Context: an optimization exercise on an open-source flow, tuned for a short achievable clock period and few clock cycles. The choices shown serve that exercise and are no tape-out recipe.
The RTL was checked by simulation tests, not by an equivalence proof against the original design.
Power figures rest on the tool's default switching activity, not on a simulated workload.

`design.v`:
```
`timescale 1ns/1ns
package isa_pkg;
    localparam int ilen = 32;
    localparam logic [6:0] op_lui    = 7'b0110111;
    localparam logic [6:0] op_jal    = 7'b1101111;
    localparam logic [6:0] op_branch = 7'b1100011;
    localparam logic [6:0] op_load   = 7'b0000011;
    localparam logic [6:0] op_store  = 7'b0100011;
    localparam logic [6:0] op_imm    = 7'b0010011;
    localparam logic [6:0] op_reg    = 7'b0110011;
    localparam logic [2:0] f3_add_sub = 3'b000;
    localparam logic [2:0] f3_sll     = 3'b001;
    localparam logic [2:0] f3_slt     = 3'b010;
    localparam logic [2:0] f3_xor     = 3'b100;
    localparam logic [2:0] f3_srl_sra = 3'b101;
    localparam logic [2:0] f3_or      = 3'b110;
    localparam logic [2:0] f3_and     = 3'b111;
    localparam logic [2:0] f3_beq = 3'b000;
    localparam logic [2:0] f3_bne = 3'b001;
    localparam logic [2:0] f3_blt = 3'b100;
    localparam logic [2:0] f3_bge = 3'b101;
    localparam logic [2:0] f3_word = 3'b010;  
endpackage
`timescale 1ns/1ns
package core_pkg;
    localparam int xlen       = 32;
    localparam int nregs      = 32;
    localparam int reg_addr_w = 5;
    localparam int alu_op_w   = 4;
    localparam logic [alu_op_w-1:0] alu_add    = 4'd0;
    localparam logic [alu_op_w-1:0] alu_sub    = 4'd1;
    localparam logic [alu_op_w-1:0] alu_slt    = 4'd2;
    localparam logic [alu_op_w-1:0] alu_xor    = 4'd3;
    localparam logic [alu_op_w-1:0] alu_or     = 4'd4;
    localparam logic [alu_op_w-1:0] alu_and    = 4'd5;
    localparam logic [alu_op_w-1:0] alu_sll    = 4'd6;
    localparam logic [alu_op_w-1:0] alu_srl    = 4'd7;
    localparam logic [alu_op_w-1:0] alu_sra    = 4'd8;
    localparam logic [alu_op_w-1:0] alu_pass_b = 4'd9;  
endpackage
`timescale 1ns/1ns
import core_pkg::*;
module pipe_ctrl #(
    parameter logic [xlen-1:0] reset_vector = '0
) (
    input  logic            clk_i,
    input  logic            rst_i,
    input  logic            stall_i,
    input  logic            redirect_i,
    input  logic [xlen-1:0] target_i,
    output logic [xlen-1:0] imem_addr_o,
    output logic [xlen-1:0] fetch_pc_o,
    output logic            id_valid_o
);
    logic [xlen-1:0] pc;  
    logic [xlen-1:0] npc;
    logic            redirect_q;
    logic [xlen-1:0] target_q;
    always_ff @(posedge clk_i) begin
        redirect_q <= !rst_i && redirect_i;
        target_q   <= target_i;
    end
    assign npc = rst_i      ? reset_vector :
                 stall_i    ? pc           :  
                 redirect_q ? target_q     :
                              pc + 4;
    always_ff @(posedge clk_i) begin
        pc <= npc;
    end
    assign imem_addr_o = npc;
    assign fetch_pc_o  = pc;
    assign id_valid_o = !(rst_i || redirect_i || redirect_q);
endmodule
`timescale 1ns/1ns
import isa_pkg::*;
import core_pkg::*;
module decode_stage (
    input  logic                  clk_i,
    input  logic                  rst_i,
    input  logic                  stall_i,
    input  logic                  id_valid_i,
    input  logic [ilen-1:0]       insn_i,
    input  logic [xlen-1:0]       pc_i,
    output logic [reg_addr_w-1:0] rs1_addr_o,
    output logic [reg_addr_w-1:0] rs2_addr_o,
    input  logic [xlen-1:0]       rs1_data_i,
    input  logic [xlen-1:0]       rs2_data_i,
    output logic                  ex_valid_o,
    output logic [xlen-1:0]       ex_pc_o,
    output logic [alu_op_w-1:0]   ex_alu_op_o,
    output logic [xlen-1:0]       ex_op_a_o,
    output logic [xlen-1:0]       ex_op_b_o,
    output logic [xlen-1:0]       ex_store_data_o,
    output logic [xlen-1:0]       ex_imm_o,
    output logic [reg_addr_w-1:0] ex_rd_o,
    output logic                  ex_rf_we_o,
    output logic                  ex_is_branch_o,
    output logic                  ex_is_jal_o,
    output logic                  ex_is_load_o,
    output logic                  ex_is_store_o,
    output logic [2:0]            ex_br_funct3_o
);
    logic [ilen-1:0]     insn;
    logic [6:0]          opcode;
    logic [2:0]          funct3;
    logic [6:0]          funct7;
    logic [4:0]          rd;
    logic [alu_op_w-1:0] alu_op;
    logic [xlen-1:0]     imm;
    logic                use_imm;
    logic                rf_we;
    logic                is_branch;
    logic                is_jal;
    logic                is_load;
    logic                is_store;
    assign insn       = insn_i;
    assign opcode     = insn[6:0];
    assign rd         = insn[11:7];
    assign funct3     = insn[14:12];
    assign funct7     = insn[31:25];
    assign rs1_addr_o = insn[19:15];
    assign rs2_addr_o = insn[24:20];
    always_comb begin
        alu_op    = alu_add;  
        imm       = '0;
        use_imm   = 1'b0;
        rf_we     = 1'b0;
        is_branch = 1'b0;
        is_jal    = 1'b0;
        is_load   = 1'b0;
        is_store  = 1'b0;
        case (opcode)
            op_lui: begin
                alu_op  = alu_pass_b;
                imm     = {insn[31:12], 12'b0};
                use_imm = 1'b1;
                rf_we   = 1'b1;
            end
            op_jal: begin
                imm    = {{(xlen-20){insn[31]}}, insn[19:12], insn[20],
                          insn[30:21], 1'b0};
                is_jal = 1'b1;
                rf_we  = 1'b1;
            end
            op_branch: begin
                imm = {{(xlen-12){insn[31]}}, insn[7], insn[30:25],
                       insn[11:8], 1'b0};
                case (funct3)
                    f3_beq, f3_bne, f3_blt, f3_bge: is_branch = 1'b1;
                    default: is_branch = 1'b0;  
                endcase
            end
            op_load: begin
                imm     = {{(xlen-12){insn[31]}}, insn[31:20]};
                use_imm = 1'b1;
                is_load = (funct3 == f3_word);
                rf_we   = is_load;
            end
            op_store: begin
                imm      = {{(xlen-12){insn[31]}}, insn[31:25], insn[11:7]};
                use_imm  = 1'b1;
                is_store = (funct3 == f3_word);
            end
            op_imm, op_reg: begin
                imm     = {{(xlen-12){insn[31]}}, insn[31:20]};
                use_imm = (opcode == op_imm);
                rf_we   = 1'b1;
                case (funct3)
                    f3_add_sub: begin
                        alu_op = (!use_imm && funct7[5]) ? alu_sub : alu_add;
                    end
                    f3_sll:     alu_op = alu_sll;
                    f3_slt:     alu_op = alu_slt;
                    f3_xor:     alu_op = alu_xor;
                    f3_srl_sra: alu_op = funct7[5] ? alu_sra : alu_srl;
                    f3_or:      alu_op = alu_or;
                    f3_and:     alu_op = alu_and;
                    default:    rf_we  = 1'b0;  
                endcase
            end
            default: ;  
        endcase
    end
    always_ff @(posedge clk_i) begin
        if (rst_i) begin
            ex_valid_o      <= 1'b0;
        end else if (!stall_i) begin
            ex_valid_o      <= id_valid_i;
        end
        if (!stall_i) begin
            ex_pc_o         <= pc_i;
            ex_alu_op_o     <= alu_op;
            ex_op_a_o       <= is_jal ? pc_i : rs1_data_i;
            ex_op_b_o       <= use_imm ? imm : rs2_data_i;
            ex_store_data_o <= rs2_data_i;
            ex_imm_o        <= imm;
            ex_rd_o         <= rd;
            ex_rf_we_o      <= rf_we;
            ex_is_branch_o  <= is_branch;
            ex_is_jal_o     <= is_jal;
            ex_is_load_o    <= is_load;
            ex_is_store_o   <= is_store;
            ex_br_funct3_o  <= funct3;
        end
    end
endmodule
`timescale 1ns/1ns
import core_pkg::*;
module regfile (
    input  logic                  clk_i,
    input  logic [reg_addr_w-1:0] rs1_addr_i,
    input  logic [reg_addr_w-1:0] rs2_addr_i,
    output logic [xlen-1:0]       rs1_data_o,
    output logic [xlen-1:0]       rs2_data_o,
    input  logic                  we_i,
    input  logic [reg_addr_w-1:0] waddr_i,
    input  logic [xlen-1:0]       wdata_i
);
    logic [xlen-1:0] regs [nregs];
    always_ff @(posedge clk_i) begin
        if (we_i) begin
            regs[waddr_i] <= wdata_i;  
        end
    end
    assign rs1_data_o = (rs1_addr_i == '0)                ? '0      :
                        (we_i && waddr_i == rs1_addr_i) ? wdata_i : regs[rs1_addr_i];
    assign rs2_data_o = (rs2_addr_i == '0)                ? '0      :
                        (we_i && waddr_i == rs2_addr_i) ? wdata_i : regs[rs2_addr_i];
endmodule
`timescale 1ns/1ns
import isa_pkg::*;
import core_pkg::*;
module execute (
    input  logic                  ex_valid_i,
    input  logic [xlen-1:0]       ex_pc_i,
    input  logic [alu_op_w-1:0]   ex_alu_op_i,
    input  logic [xlen-1:0]       ex_op_a_i,
    input  logic [xlen-1:0]       ex_op_b_i,
    input  logic [xlen-1:0]       ex_store_data_i,
    input  logic [xlen-1:0]       ex_imm_i,
    input  logic [reg_addr_w-1:0] ex_rd_i,
    input  logic                  ex_rf_we_i,
    input  logic                  ex_is_branch_i,
    input  logic                  ex_is_jal_i,
    input  logic                  ex_is_load_i,
    input  logic                  ex_is_store_i,
    input  logic [2:0]            ex_br_funct3_i,
    output logic                  mem_start_o,
    output logic                  mem_we_o,
    output logic [xlen-1:0]       mem_addr_o,
    output logic [xlen-1:0]       mem_wdata_o,
    input  logic [xlen-1:0]       mem_rdata_i,
    input  logic                  stall_i,
    output logic                  redirect_o,
    output logic [xlen-1:0]       target_o,
    output logic                  rf_we_o,
    output logic [reg_addr_w-1:0] rf_waddr_o,
    output logic [xlen-1:0]       rf_wdata_o
);
    logic [xlen-1:0] alu_res;
    logic            br_cond;
    logic            taken;
    always_comb begin
        case (ex_alu_op_i)
            alu_add:    alu_res = ex_op_a_i + ex_op_b_i;
            alu_sub:    alu_res = ex_op_a_i - ex_op_b_i;
            alu_slt:    alu_res = {{(xlen-1){1'b0}}, $signed(ex_op_a_i) < $signed(ex_op_b_i)};
            alu_xor:    alu_res = ex_op_a_i ^ ex_op_b_i;
            alu_or:     alu_res = ex_op_a_i | ex_op_b_i;
            alu_and:    alu_res = ex_op_a_i & ex_op_b_i;
            alu_sll:    alu_res = ex_op_a_i << ex_op_b_i[4:0];
            alu_srl:    alu_res = ex_op_a_i >> ex_op_b_i[4:0];
            alu_sra:    alu_res = $unsigned($signed(ex_op_a_i) >>> ex_op_b_i[4:0]);
            alu_pass_b: alu_res = ex_op_b_i;
            default:    alu_res = '0;
        endcase
    end
    always_comb begin
        case (ex_br_funct3_i)
            f3_beq:  br_cond = (ex_op_a_i == ex_op_b_i);
            f3_bne:  br_cond = (ex_op_a_i != ex_op_b_i);
            f3_blt:  br_cond = ($signed(ex_op_a_i) < $signed(ex_op_b_i));
            f3_bge:  br_cond = ($signed(ex_op_a_i) >= $signed(ex_op_b_i));
            default: br_cond = 1'b0;
        endcase
    end
    assign taken      = ex_is_jal_i || (ex_is_branch_i && br_cond);
    assign redirect_o = ex_valid_i && taken;
    assign target_o   = ex_pc_i + ex_imm_i;
    assign mem_start_o = ex_valid_i && (ex_is_load_i || ex_is_store_i);
    assign mem_we_o    = ex_is_store_i;
    assign mem_addr_o  = alu_res;
    assign mem_wdata_o = ex_store_data_i;
    assign rf_we_o    = ex_valid_i && ex_rf_we_i && !stall_i;
    assign rf_waddr_o = ex_rd_i;
    assign rf_wdata_o = ex_is_jal_i  ? ex_pc_i + 4 :  
                        ex_is_load_i ? mem_rdata_i :
                                     alu_res;
endmodule
`timescale 1ns/1ns
import core_pkg::*;
module lsu (
    input  logic            clk_i,
    input  logic            rst_i,
    input  logic            mem_start_i,
    input  logic            mem_we_i,
    input  logic [xlen-1:0] mem_addr_i,
    input  logic [xlen-1:0] mem_wdata_i,
    output logic            mem_busy_o,
    output logic [xlen-1:0] mem_rdata_o,
    output logic            dmem_req_o,
    output logic            dmem_we_o,
    output logic [xlen-1:0] dmem_addr_o,
    output logic [xlen-1:0] dmem_wdata_o,
    input  logic            dmem_ack_i,
    input  logic [xlen-1:0] dmem_rdata_i
);
    localparam logic [1:0] st_idle         = 2'd0;
    localparam logic [1:0] st_wait_ack     = 2'd1;
    localparam logic [1:0] st_wait_release = 2'd2;
    localparam logic [1:0] st_done         = 2'd3;  
    logic [1:0]      state;
    logic [xlen-1:0] rdata_q;
    always_ff @(posedge clk_i) begin
        if (rst_i) begin
            state <= st_idle;
        end else begin
            case (state)
                st_idle:         if (mem_start_i) state <= st_wait_ack;
                st_wait_ack:     if (dmem_ack_i) state <= st_wait_release;
                st_wait_release: if (!dmem_ack_i) state <= st_done;
                default:         state <= st_idle;
            endcase
        end
    end
    always_ff @(posedge clk_i) begin
        if (state == st_wait_ack && dmem_ack_i) begin
            rdata_q <= dmem_rdata_i;  
        end
    end
    assign dmem_req_o   = (state == st_wait_ack);
    assign dmem_we_o    = mem_we_i;
    assign dmem_addr_o  = mem_addr_i;
    assign dmem_wdata_o = mem_wdata_i;
    assign mem_busy_o  = (state == st_idle) ? mem_start_i : (state != st_done);
    assign mem_rdata_o = rdata_q;
endmodule
`timescale 1ns/1ns
import isa_pkg::*;
import core_pkg::*;
module core_top #(
    parameter logic [xlen-1:0] reset_vector = '0
) (
    input  logic            clk_i,
    input  logic            rst_i,
    output logic [xlen-1:0] imem_addr_o,
    input  logic [ilen-1:0] imem_rdata_i,
    output logic            dmem_req_o,
    output logic            dmem_we_o,
    output logic [xlen-1:0] dmem_addr_o,
    output logic [xlen-1:0] dmem_wdata_o,
    input  logic            dmem_ack_i,
    input  logic [xlen-1:0] dmem_rdata_i
);
    logic                  redirect;
    logic [xlen-1:0]       target;
    logic [xlen-1:0]       fetch_pc;
    logic                  id_valid;
    logic [reg_addr_w-1:0] rs1_addr;
    logic [reg_addr_w-1:0] rs2_addr;
    logic [xlen-1:0]       rs1_data;
    logic [xlen-1:0]       rs2_data;
    logic                  rf_we;
    logic [reg_addr_w-1:0] rf_waddr;
    logic [xlen-1:0]       rf_wdata;
    logic                  ex_valid;
    logic [xlen-1:0]       ex_pc;
    logic [alu_op_w-1:0]   ex_alu_op;
    logic [xlen-1:0]       ex_op_a;
    logic [xlen-1:0]       ex_op_b;
    logic [xlen-1:0]       ex_store_data;
    logic [xlen-1:0]       ex_imm;
    logic [reg_addr_w-1:0] ex_rd;
    logic                  ex_rf_we;
    logic                  ex_is_branch;
    logic                  ex_is_jal;
    logic                  ex_is_load;
    logic                  ex_is_store;
    logic [2:0]            ex_br_funct3;
    logic                  mem_start;
    logic                  mem_we;
    logic [xlen-1:0]       mem_addr;
    logic [xlen-1:0]       mem_wdata;
    logic                  mem_busy;
    logic [xlen-1:0]       mem_rdata;
    pipe_ctrl #(.reset_vector(reset_vector)) u_pipe_ctrl (
        .clk_i(clk_i), .rst_i(rst_i), .stall_i(mem_busy),
        .redirect_i(redirect), .target_i(target),
        .imem_addr_o(imem_addr_o), .fetch_pc_o(fetch_pc), .id_valid_o(id_valid)
    );
    decode_stage u_decode (
        .clk_i(clk_i), .rst_i(rst_i), .stall_i(mem_busy),
        .id_valid_i(id_valid), .insn_i(imem_rdata_i), .pc_i(fetch_pc),
        .rs1_addr_o(rs1_addr), .rs2_addr_o(rs2_addr),
        .rs1_data_i(rs1_data), .rs2_data_i(rs2_data),
        .ex_valid_o(ex_valid), .ex_pc_o(ex_pc), .ex_alu_op_o(ex_alu_op), .ex_op_a_o(ex_op_a),
        .ex_op_b_o(ex_op_b), .ex_store_data_o(ex_store_data), .ex_imm_o(ex_imm), .ex_rd_o(ex_rd),
        .ex_rf_we_o(ex_rf_we), .ex_is_branch_o(ex_is_branch), .ex_is_jal_o(ex_is_jal),
        .ex_is_load_o(ex_is_load), .ex_is_store_o(ex_is_store), .ex_br_funct3_o(ex_br_funct3)
    );
    regfile u_regfile (
        .clk_i(clk_i), .rs1_addr_i(rs1_addr), .rs2_addr_i(rs2_addr),
        .rs1_data_o(rs1_data), .rs2_data_o(rs2_data),
        .we_i(rf_we), .waddr_i(rf_waddr), .wdata_i(rf_wdata)
    );
    execute u_execute (
        .ex_valid_i(ex_valid), .ex_pc_i(ex_pc), .ex_alu_op_i(ex_alu_op), .ex_op_a_i(ex_op_a),
        .ex_op_b_i(ex_op_b), .ex_store_data_i(ex_store_data), .ex_imm_i(ex_imm), .ex_rd_i(ex_rd),
        .ex_rf_we_i(ex_rf_we), .ex_is_branch_i(ex_is_branch), .ex_is_jal_i(ex_is_jal),
        .ex_is_load_i(ex_is_load), .ex_is_store_i(ex_is_store), .ex_br_funct3_i(ex_br_funct3),
        .mem_start_o(mem_start), .mem_we_o(mem_we), .mem_addr_o(mem_addr),
        .mem_wdata_o(mem_wdata), .mem_rdata_i(mem_rdata), .stall_i(mem_busy),
        .redirect_o(redirect), .target_o(target),
        .rf_we_o(rf_we), .rf_waddr_o(rf_waddr), .rf_wdata_o(rf_wdata)
    );
    lsu u_lsu (
        .clk_i(clk_i), .rst_i(rst_i),
        .mem_start_i(mem_start), .mem_we_i(mem_we), .mem_addr_i(mem_addr),
        .mem_wdata_i(mem_wdata), .mem_busy_o(mem_busy), .mem_rdata_o(mem_rdata),
        .dmem_req_o(dmem_req_o), .dmem_we_o(dmem_we_o),
        .dmem_addr_o(dmem_addr_o), .dmem_wdata_o(dmem_wdata_o),
        .dmem_ack_i(dmem_ack_i), .dmem_rdata_i(dmem_rdata_i)
    );
endmodule
```
`run.sh`:
```
#!/bin/bash
# synth_recipe.tcl (not shown) runs the flow's synth.tcl, then flattens the netlist and writes it again
# the make line also repeats each setting of config.mk as NAME=value (left out here)
make -C /OpenROAD-flow-scripts/flow DESIGN_CONFIG=/design/flow/config.mk WORK_HOME=/design/flow/orfs CLKGATE_MAP_FILE= SYNTH_SCRIPT=/design/flow/synth_recipe.tcl finish
```
`config.mk`:
```
export PLATFORM = sky130hd
export DESIGN_NAME = core_top
export DESIGN_NICKNAME = core_top
export VERILOG_FILES = /design/flow/design.v
export SDC_FILE = /design/flow/constraint.sdc
export NUM_CORES = 4
export LEC_CHECK = 0
export CAP_MARGIN = 20
export CORE_MARGIN = 2
export CORE_UTILIZATION = 40
export SLEW_MARGIN = 20
```
`constraint.sdc`:
```
create_clock -name core_clock -period 9.0 [get_ports {clk_i}]
set_input_delay 1.8000 -clock core_clock [delete_from_list [all_inputs] [get_ports {clk_i}]]
set_output_delay 1.8000 -clock core_clock [all_outputs]
set_load 0.01 [all_outputs]
```
==> impl_metrics.env <==
export IMPL_hold_violations=0
export IMPL_cts_num_sinks=1301
export IMPL_io_buffers=164
export IMPL_final_min_clock_period_ns=7.483
export IMPL_synthAdderAreaFrac_pct=2.526
export IMPL_grt_pass1_wl_um=364600
export IMPL_avgSynthCellArea_sq_um=15.23
export IMPL_grt_antenna_before_repair=16
export IMPL_nets=4954
export IMPL_rrSetupSlack_ns=3.15
export IMPL_worst_setup_path_end_kind="primary output"
export IMPL_cts_max_level=4
export IMPL_hold_slack_ns=0.5039
export IMPL_cts_tree="yes"
export IMPL_grt_use_total_pct=28.73
export IMPL_grt_pass1_vias=46806
export IMPL_wl_um=261700
export IMPL_seqPwrFrac_pct=34.6
export IMPL_synth_compound_area_share_pct=8.426
export IMPL_outcome="complete, no violations"
export IMPL_cpMaxStageDelayCell="o311ai_0"
export IMPL_crit_required_ns=7.20
export IMPL_cap_violations=0
export IMPL_clkSlewWorstSetupHoldPaths_ns=0.06
export IMPL_r2r_start="u_decode.ex_op_b_o[1]$_DFFE_PN_"
export IMPL_ctsResizeCount=0
export IMPL_fp_dieArea_sq_um=180200
export IMPL_synth_async_sr_flop_share_pct=0
export IMPL_min_path_type="reg -> reg"
export IMPL_skew_ns=0.03815
export IMPL_final_layout_size_suffix_gt1_share_pct=24.77
export IMPL_crit_path_max_incr_delay_ns=0.69
export IMPL_clkPwrFrac_pct=19.9
export IMPL_synth_fp_nets=4851
export IMPL_synth_top_family_by_area="multiplexers"
export IMPL_muxShareOfSynthArea_pct=25.03
export IMPL_finalSetupTns_ns=0
export IMPL_hold_buffers=0
export IMPL_swShare_pct=42.46
export IMPL_coreArea_sq_um=175900
export IMPL_critPathBufInv=4
export IMPL_num_vias=47796
export IMPL_synth_xor_area_share_pct=0.9288
export IMPL_postSynthCellCount=4643
export IMPL_place_hpwl_um=175600
export IMPL_hold_depth=0
export IMPL_drtIter0Drc=6555
export IMPL_synth_seq_cells=1301
export IMPL_switchingPower_uw=12430
export IMPL_ys_seq_area_share_pct=54.27
export IMPL_start_util_pct=40.20
export IMPL_io_pin_count=165
export IMPL_layout_common_cells="edfxtp_1 (1,233), mux4_2 (699), nor2_1 (261), nand2_1 (239), a21oi_1 (191)"
export IMPL_worst_setup_path_start_kind="flop"
export IMPL_powerDensity_nw_per_um2=365.5
export IMPL_fin_ws_ns=1.517
export IMPL_r2r_cells=12
export IMPL_intPower_uw=16850
export IMPL_numCtsBuffers=142
export IMPL_irDropWorstVdd_v=0.0002917
export IMPL_reg2reg_to="u_regfile.regs[26][21]$_DFFE_PP_"
export IMPL_slew_viol_final=0
export IMPL_critical_path_class="reg -> out"
export IMPL_die_height_um=424.5
export IMPL_stdcell_count=7199
export IMPL_hold_end="u_decode.ex_pc_o[1]$_DFFE_PN_"
export IMPL_slew_headroom_pct=17.72
export IMPL_setup_violations=0
export IMPL_yosys_warnings=5
export IMPL_fmaxAchievable_mhz=133.6
export IMPL_place_congestion=1.023
export IMPL_row_count=154
export IMPL_rsz0062_at_grt="false"
export IMPL_cts_root_buf="clkbuf_16"
export IMPL_cts_setup_buffers=0
export IMPL_synthFlopType="edfxtp_1"
export IMPL_cp_top_family="compound AO/OA/AOI/OAI gates"
export IMPL_cp_max_fo=26
export IMPL_synthSimpleGateAreaFrac_pct=6.061
export IMPL_power_frac_comb_pct=45.5
export IMPL_syn_to_final_growth_pct=13.30
export IMPL_place_ws_ns=2.461
export IMPL_syn_area_sq_um=70730
export IMPL_antenna_left=0
export IMPL_min_delay_start="u_pipe_ctrl.pc[1]$_DFF_P_"
export IMPL_mostFrequentLayoutCell="edfxtp_1"
export IMPL_cp_num_cells=14
export IMPL_via_per_inst=6.639
export IMPL_die_x_um=424.5
export IMPL_fin_crit_sh_pct=83.14
export IMPL_clkLatencyLatePin_ns=0.80
export IMPL_crit_chain="clkinv_1 > buf_4 > ha_1 > nor2_1 > o311ai_0 > a211oi_2 > o311ai_0 > o311ai_0 > buf_4 > a211oi_1 > a211oi_1 > a211oi_1 > or2_2 > clkdlybuf4s50_1"
export IMPL_grt_max_degree=101
export IMPL_leakagePower_uw=0.02640
export IMPL_arrival_ns=5.68
export IMPL_wire_per_inst_um=36.36
export IMPL_clockBufferDepth=3
export IMPL_drc=0
export IMPL_worst_pin_slew_ns=1.200
export IMPL_grt_overflow_total=0
export IMPL_dp_cells=6941
export IMPL_synth_edff_count=1233
export IMPL_firstDrtPassIters=7
export IMPL_yosysUniqueCellTypes=99
[registers in the layout, summed over array words and instances, names as in the netlist]
| register | cells |
|---|---|
| u_decode.ex_alu_op_o | 4 |
| u_pipe_ctrl.target_q | 32 |
| u_decode.ex_op_b_o | 32 |
| u_regfile.regs | 1024 |
| u_lsu.state | 2 |
| u_pipe_ctrl.pc | 32 |
| u_decode.ex_br_funct3_o | 3 |
| u_decode.ex_pc_o | 32 |
| u_decode.ex_is_load_o | 1 |
| u_decode.ex_rd_o | 5 |
| u_decode.ex_is_jal_o | 1 |
| u_pipe_ctrl.redirect_q | 1 |
| u_lsu.rdata_q | 32 |
| u_decode.ex_imm_o | 32 |
| u_decode.ex_is_store_o | 1 |
| u_decode.ex_is_branch_o | 1 |
| u_decode.ex_rf_we_o | 1 |
| u_decode.ex_store_data_o | 32 |
| u_decode.ex_valid_o | 1 |
| u_decode.ex_op_a_o | 32 |
[cell type report]
cell class,count,area (sq um)
antenna,3,7.507
clock buffer,182,3777
clock inverter,72,800.8
fill,15254,95790
inverter,136,518.0
multi-input combinational,2856,30790
sequential,1301,38390
tap,2340,2928
timing repair buffer,309,2918
[power groups by stage]
stage	combinational [uW]	clock, uW	sequential, uW
final	13300	5820	10100
after floorplan	7530	0	9990
after detailed placement	13000	0	10200
after CTS	13000	5890	10100
after global routing	14000	6120	10200
after global placement	13000	0	10200
[worst max-delay path by stage]
stage | from | end | slack, ns
6_report | u_decode.ex_op_b_o[1]$_DFFE_PN_ | dmem_addr_o[31] | 1.52
3_3_place_gp | u_decode.ex_op_b_o[1]$_DFFE_PN_ | dmem_addr_o[31] | 2.50
5_1_grt | u_decode.ex_op_b_o[1]$_DFFE_PN_ | dmem_addr_o[31] | 1.40
3_5_place_dp | u_decode.ex_op_b_o[1]$_DFFE_PN_ | dmem_addr_o[31] | 2.46
4_1_cts | u_decode.ex_op_b_o[1]$_DFFE_PN_ | dmem_addr_o[31] | 1.61
2_1_floorplan | u_decode.ex_is_load_o$_SDFFCE_PN0N_ | imem_addr_o[14] | 0.21
[logic make-up after synthesis]
kind of cell               count (synthesis)
adders and majority gates                141
AOI/OAI and AO/OA                        864
and+or+nand+nor                          908
muxes                                    868
buffers and inverters                    486
DFF                                     1301
xor gates and xnor gates                  75
[Yosys cell counts (all sizes together) (31+ instances only)]
master,number,share of area [%]
xor2,32,0.40
mux2i,109,1.5
a22oi,35,0.37
edfxtp,1233,52
dfxtp,68,1.9
a21oi,192,1.4
mux2,47,0.75
clkbuf,232,1.2
nand3,69,0.49
buf,118,0.79
o21ai,165,1.2
nand2,241,1.3
nor2,296,1.6
mux4,712,23
a31oi,31,0.27
ha,138,2.4
a21o,36,0.38
xnor2,43,0.53
nand4,31,0.27
o221ai,33,0.41
nor2b,38,0.34
inv,135,0.72
a211oi,47,0.51
nor3,62,0.44
[metrics by stage]
stage / power [uW] / cell area (sq um) / utilization, %
CTS: 29030 / 80080 / 45.52
global placement: 23180 / 75410 / 42.87
floorplan: 17530 / 70730 / -
detailed placement: 23200 / 75500 / 42.92
finish: 29290 / 80130 / 45.55
global route: 30290 / 80120 / 45.55
[metal layers]
| layer | GRT usage, % | vias up | share of wire [%] |
|---|---|---|---|
| met1 | 37.09 | 24996 | 37 |
| met5 | 0 | - | 0.034 |
| met4 | 15.13 | 14 | 6.2 |
| met2 | 45.20 | 2867 | 47 |
| li1 | - | 19330 | - |
| met3 | 6.710 | 589 | 9.8 |
Testbench counts, summed over its fixed seeds: cycles 313,604.

-- port drivers added, routing unchanged --
The results above use ideal ports. As a check the final layout listed here was re-extracted and re-timed, cells and wires unchanged. Step 1 sets driving cells, clkbuf_16 on the clock port and buf_2 on the other inputs (assumed; they add their load-dependent delay and slew). Step 2, shift: input delay + t, output delay - t, t = (earliest + latest rising clock arrival at the registers) / 2. This alone moves slack from input paths to output paths. a / b / c = no drivers / after step 1 / after step 2; a / b = the first two.
t (ns): 0.871
setup slack, ns: 1.517 / 1.431 / 2.301
hold WS [ns]: 0.504 / 0.504 / 0.504
After both steps setup and hold are still met in this run. The setup slack of this run moves by -0.086 ns with the drivers and by +0.784 ns with both steps.
